From an optimization exercise on the open Yosys and OpenROAD flow, aimed at a short achievable clock period and few clock cycles; shortcuts taken in it are not production practice.
Only simulation tests tie the RTL to the original design; equivalence was not proved.
Power figures rest on the tool's default switching activity, not on a simulated workload.

== v39 ==
==> flow/design.v (excerpt) <==
module krnl_acc (
  input  logic               ap_clk,
  input  logic               ap_rst_n,
  input  logic               ap_start,
  input  logic [31:0]        cfg,
  output logic               ap_idle,
  output logic               ap_done,
  input  logic               ifm_valid,
  output logic               ifm_ready,
  input  logic [63:0]        ifm_data,
  input  logic               wgt_valid,
  output logic               wgt_ready,
  input  logic [63:0]        wgt_data,
  output logic               ofm_valid,
  input  logic               ofm_ready,
  output logic [127:0]       ofm_data
);
==> module operand_fifo, before the edit <==
module operand_fifo (
  input  logic         ap_clk,
  input  logic         ap_rst_n,
  input  logic         word_v,
  input  logic [127:0] word_p,
  input  logic [127:0] word_cy,
  output logic         ofm_valid,
  input  logic         ofm_ready,
  output logic [127:0] ofm_data,
  output logic         out_fire
);
  logic         o_v;
  logic [255:0] o_d;
  logic [255:0] word;
  logic         q0_v, q1_v;
  logic [255:0] q0_d, q1_d;
  logic         o_free;
  assign word     = {word_cy, word_p};
  assign out_fire = o_v && ofm_ready;
  assign o_free   = !o_v || ofm_ready;
  always_ff @(posedge ap_clk) begin
    if (!ap_rst_n) begin
      o_v  <= 1'b0;
      q0_v <= 1'b0;
      q1_v <= 1'b0;
    end else if (o_free) begin
      if (q0_v) begin
        o_v  <= 1'b1;
        q0_v <= q1_v || word_v;
        q1_v <= q1_v && word_v;
      end else begin
        o_v  <= word_v;
      end
    end else if (word_v) begin
      if (!q0_v) q0_v <= 1'b1;
      else       q1_v <= 1'b1;
    end
  end
  always_ff @(posedge ap_clk) begin
    if (o_free) begin
      o_d <= q0_v ? q0_d : word;
    end
    if (o_free ? (q0_v && !q1_v) : (word_v && !q0_v)) begin
      q0_d <= word;
    end else if (o_free && q1_v) begin
      q0_d <= q1_d;
    end
    if (word_v && (o_free ? q1_v : q0_v)) begin
      q1_d <= word;
    end
  end
  assign ofm_valid = o_v;
  assign ofm_data  = o_d[127:0] ^ o_d[255:128];
endmodule
Settings: LEC_CHECK=0, ABC_CLOCK_PERIOD_IN_PS=3500, CAP_MARGIN=20, CORE_MARGIN=2, CORE_UTILIZATION=40, SETUP_SLACK_MARGIN=5, SLEW_MARGIN=20, TNS_END_PERCENT=100; clock period 9.0 ns.
run.sh (not shown) runs the stock make flow with config.mk's settings and CLKGATE_MAP_FILE= SYNTH_SCRIPT=/design/flow/synth_recipe.tcl, a recipe that flattens the netlist after the stock synthesis.
Testbench counts of v39, summed over its fixed seeds: cycles 10,837.
Inputs modified between v39 and v10:
--- a/flow/design.v
+++ b/flow/design.v
@@ -829,18 +829,16 @@
     end
   end
   always_ff @(posedge ap_clk) begin
     if (o_free) begin
       o_d <= q0_v ? q0_d : word;
     end
-    if (o_free ? (q0_v && !q1_v) : (word_v && !q0_v)) begin
-      q0_d <= word;
-    end else if (o_free && q1_v) begin
-      q0_d <= q1_d;
+    if (o_free || !q0_v) begin
+      q0_d <= q1_v ? q1_d : word;
     end
-    if (word_v && (o_free ? q1_v : q0_v)) begin
+    if (word_v && q0_v) begin
       q1_d <= word;
     end
   end
   assign ofm_valid = o_v;
   assign ofm_data  = o_d[127:0] ^ o_d[255:128];
 endmodule
Results
Total power after layout: v10 > v39
Layout overhead on the synthesized area (higher): v10
Cell count: v10 lower than v39
v10 — portion of the layout cell area used by clock cells 0.19 points lower, v39 as reference
Going from v39 to v10, worst slack on hold paths went down by 0.0076 ns, number of CTS-inserted buffers up 2, compound-cell area share of the yosys netlist about even, relative contribution of combinational cells to total power increased 1.3 points, peak clock frequency supported by timing saw a decrease.
Testbench counts of v10, summed over its fixed seeds: cycles 10,837.

========
Another version of the RTL of krnl_acc (not shown whole).
Size: about 1300 flip-flops.
==> module acc_ctrl, before the edit <==
module acc_ctrl (
  input  logic        ap_clk,
  input  logic        ap_rst_n,
  input  logic        ap_start,
  input  logic [31:0] cfg,
  input  logic        ifm_valid,
  input  logic        wgt_valid,
  input  logic        out_fire,    
  output logic        take,        
  output logic        take_last,   
  output logic        ap_idle,
  output logic        ap_done
);
  logic        busy;
  logic        done_q;
  logic        en_q;       
  logic        more_q;     
  logic [15:0] ci_q;
  logic        ci1_q;
  logic [15:0] pc_q;       
  logic        lw_q;       
  logic [15:0] wc_q;       
  logic        lj_q;       
  logic [1:0]  w_q;        
  logic        start_acc;
  logic        word_end;
  logic        job_end;
  logic        more_nx;
  logic        lw_nx;
  logic [1:0]  w_nx;
  assign start_acc = ap_start && !busy;
  assign take      = ifm_valid && wgt_valid && en_q;
  assign take_last = lw_q;
  assign word_end  = take && lw_q;
  assign job_end   = out_fire && (w_q == 2'd1) && !more_q;
  assign w_nx    = w_q + {1'b0, word_end} - {1'b0, out_fire};
  assign more_nx = start_acc || (more_q && !(word_end && lj_q));
  always_comb begin
    if (start_acc)      lw_nx = (cfg[31:16] == 16'd1);
    else if (!take)     lw_nx = lw_q;
    else if (lw_q)      lw_nx = ci1_q;
    else                lw_nx = (pc_q == 16'd2);
  end
  always_ff @(posedge ap_clk) begin
    if (!ap_rst_n) begin
      busy   <= 1'b0;
      done_q <= 1'b0;
      en_q   <= 1'b0;
      more_q <= 1'b0;
      w_q    <= 2'd0;
    end else begin
      done_q <= job_end;
      w_q    <= w_nx;
      more_q <= more_nx;
      en_q   <= more_nx && (!lw_nx || (w_nx != 2'd3));
      if (start_acc)    busy <= 1'b1;
      else if (job_end) busy <= 1'b0;
    end
  end
  always_ff @(posedge ap_clk) begin
    lw_q <= lw_nx;
    if (start_acc) begin
      ci_q  <= cfg[31:16];
      ci1_q <= (cfg[31:16] == 16'd1);
      pc_q  <= cfg[31:16];
      wc_q  <= cfg[15:0];
      lj_q  <= (cfg[15:0] == 16'd1);
    end else if (take) begin
      if (lw_q) begin
        pc_q <= ci_q;
        wc_q <= wc_q - 16'd1;
        lj_q <= (wc_q == 16'd2);
      end else begin
        pc_q <= pc_q - 16'd1;
      end
    end
  end
  assign ap_idle = !busy;
  assign ap_done = done_q;
endmodule
==> module krnl_acc, before the edit <==
module krnl_acc (
  input  logic               ap_clk,
  input  logic               ap_rst_n,
  input  logic               ap_start,
  input  logic [31:0]        cfg,
  output logic               ap_idle,
  output logic               ap_done,
  input  logic               ifm_valid,
  output logic               ifm_ready,
  input  logic [63:0]        ifm_data,
  input  logic               wgt_valid,
  output logic               wgt_ready,
  input  logic [63:0]        wgt_data,
  output logic               ofm_valid,
  input  logic               ofm_ready,
  output logic [127:0]       ofm_data
);
  logic         take;
  logic         take_last;
  logic         out_fire;
  logic [127:0] r0;
  logic [127:0] r1;
  logic [127:0] r2;
  logic         v1;
  logic         last1;
  logic         word_v;
  logic [127:0] word_p;
  logic [127:0] word_cy;
  acc_ctrl i_acc_ctrl (
    .ap_clk    (ap_clk),
    .ap_rst_n  (ap_rst_n),
    .ap_start  (ap_start),
    .cfg       (cfg),
    .ifm_valid (ifm_valid),
    .wgt_valid (wgt_valid),
    .out_fire  (out_fire),
    .take      (take),
    .take_last (take_last),
    .ap_idle   (ap_idle),
    .ap_done   (ap_done)
  );
  assign ifm_ready = take;
  assign wgt_ready = take;
  operand_fetch i_operand_fetch (
    .ap_clk    (ap_clk),
    .ap_rst_n  (ap_rst_n),
    .take      (take),
    .take_last (take_last),
    .ifm_data  (ifm_data),
    .wgt_data  (wgt_data),
    .r0        (r0),
    .r1        (r1),
    .r2        (r2),
    .v1        (v1),
    .last1     (last1)
  );
  mac_engine i_mac_engine (
    .ap_clk   (ap_clk),
    .ap_rst_n (ap_rst_n),
    .r0       (r0),
    .r1       (r1),
    .r2       (r2),
    .v1       (v1),
    .last1    (last1),
    .word_v   (word_v),
    .word_p   (word_p),
    .word_cy  (word_cy)
  );
  operand_fifo i_operand_fifo (
    .ap_clk    (ap_clk),
    .ap_rst_n  (ap_rst_n),
    .word_v    (word_v),
    .word_p    (word_p),
    .word_cy   (word_cy),
    .ofm_valid (ofm_valid),
    .ofm_ready (ofm_ready),
    .ofm_data  (ofm_data),
    .out_fire  (out_fire)
  );
endmodule
Settings: LEC_CHECK=0, ABC_CLOCK_PERIOD_IN_PS=3500, CAP_MARGIN=20, CORE_MARGIN=2, CORE_UTILIZATION=40, SETUP_SLACK_MARGIN=5, SLEW_MARGIN=20, SYNTH_HIERARCHICAL=1, TNS_END_PERCENT=100; clock period 9.0 ns.
The baseline passed the timing, DRC and antenna checks.
Testbench counts at the start, summed over its fixed seeds: cycles 10,837.
==> next run, changes <==
--- a/flow/design.v
+++ b/flow/design.v
@@ -14,19 +14,23 @@
   input  logic        ap_start,
   input  logic [31:0] cfg,
   input  logic        ifm_valid,
   input  logic        wgt_valid,
   input  logic        out_fire,    
   output logic        take,        
+  output logic        ifm_ready,   
+  output logic        wgt_ready,
   output logic        take_last,   
   output logic        ap_idle,
   output logic        ap_done
 );
   logic        busy;
   logic        done_q;
   logic        en_q;       
+  logic        en_i_q;     
+  logic        en_w_q;
   logic        more_q;     
   logic [15:0] ci_q;
   logic        ci1_q;
   logic [15:0] pc_q;       
   logic        lw_q;       
   logic [15:0] wc_q;       
@@ -37,12 +41,14 @@
   logic        job_end;
   logic        more_nx;
   logic        lw_nx;
   logic [1:0]  w_nx;
   assign start_acc = ap_start && !busy;
   assign take      = ifm_valid && wgt_valid && en_q;
+  assign ifm_ready = ifm_valid && wgt_valid && en_i_q;
+  assign wgt_ready = ifm_valid && wgt_valid && en_w_q;
   assign take_last = lw_q;
   assign word_end  = take && lw_q;
   assign job_end   = out_fire && (w_q == 2'd1) && !more_q;
   assign w_nx    = w_q + {1'b0, word_end} - {1'b0, out_fire};
   assign more_nx = start_acc || (more_q && !(word_end && lj_q));
   always_comb begin
@@ -53,19 +59,23 @@
   end
   always_ff @(posedge ap_clk) begin
     if (!ap_rst_n) begin
       busy   <= 1'b0;
       done_q <= 1'b0;
       en_q   <= 1'b0;
+      en_i_q <= 1'b0;
+      en_w_q <= 1'b0;
       more_q <= 1'b0;
       w_q    <= 2'd0;
     end else begin
       done_q <= job_end;
       w_q    <= w_nx;
       more_q <= more_nx;
       en_q   <= more_nx && (!lw_nx || (w_nx != 2'd3));
+      en_i_q <= more_nx && !(lw_nx && (w_nx == 2'd3));
+      en_w_q <= !(!more_nx || (lw_nx && w_nx[0] && w_nx[1]));
       if (start_acc)    busy <= 1'b1;
       else if (job_end) busy <= 1'b0;
     end
   end
   always_ff @(posedge ap_clk) begin
     lw_q <= lw_nx;
@@ -1814,18 +1824,18 @@
     .ap_start  (ap_start),
     .cfg       (cfg),
     .ifm_valid (ifm_valid),
     .wgt_valid (wgt_valid),
     .out_fire  (out_fire),
     .take      (take),
+    .ifm_ready (ifm_ready),
+    .wgt_ready (wgt_ready),
     .take_last (take_last),
     .ap_idle   (ap_idle),
     .ap_done   (ap_done)
   );
-  assign ifm_ready = take;
-  assign wgt_ready = take;
   operand_fetch i_operand_fetch (
     .ap_clk    (ap_clk),
     .ap_rst_n  (ap_rst_n),
     .take      (take),
     .take_last (take_last),
     .ifm_data  (ifm_data),
Outcome: The changed run completed without violations. Final cell count increases by 0.37%. Wire length increases by 3.8%. Combinational power increases by about 3%. Global-route usage increases by 0.42 points. Area after synthesis hardly moves. Core utilization increases by 0.18 points. Critical path depth increases by 5. Worst setup slack improves by 0.053 ns. Via count increases by 0.40%. Sequential power hardly moves. Synthesized cell count barely changes. Cell area increases by 0.43%. Clock-buffer cell count increases by 15. Sequential share of layout area decreases by 0.14 points.
Testbench counts after the change, summed over its fixed seeds: cycles 10,837.

static timing again, ports no longer ideal:
No port has a modelled driver above. Below, the same layouts with a new extraction and two added sets of constraints.
Step 1 (the two cells are an assumption about what drives the block):
set clk [get_ports {ap_clk}]
set_driving_cell -lib_cell sky130_fd_sc_hd__clkbuf_16 $clk
set_driving_cell -lib_cell sky130_fd_sc_hd__buf_2 [delete_from_list [all_inputs] $clk]
Step 2 adds t to the input delays and takes it off the output delays; t is the mean of the earliest and latest rising clock arrival at the registers after step 1. Input paths then give back, and output paths get back, about the clock's delay inside the block.
a / b / c = ideal ports / drivers / drivers and shift; a / b = the first two.
run	shift t [ns]	slack for setup (ns)	worst hold slack (ns)
v39	0.869	4.966 / 4.962 / 4.179	0.454 / 0.454 / 0.454
v10	0.863	4.789 / 4.789 / 4.174	0.446 / 0.446 / 0.446
the first run of note 2	0.880	4.945 / 4.908 / 4.123	0.474 / 0.474 / 0.474
the second run of note 2	0.854	4.998 / 4.992 / 4.199	0.478 / 0.478 / 0.478
After both steps every run listed still meets setup and hold. For the first run of note 2, which loses most, drivers alone change the setup slack by -0.037 ns; drivers and shift together by -0.822 ns.
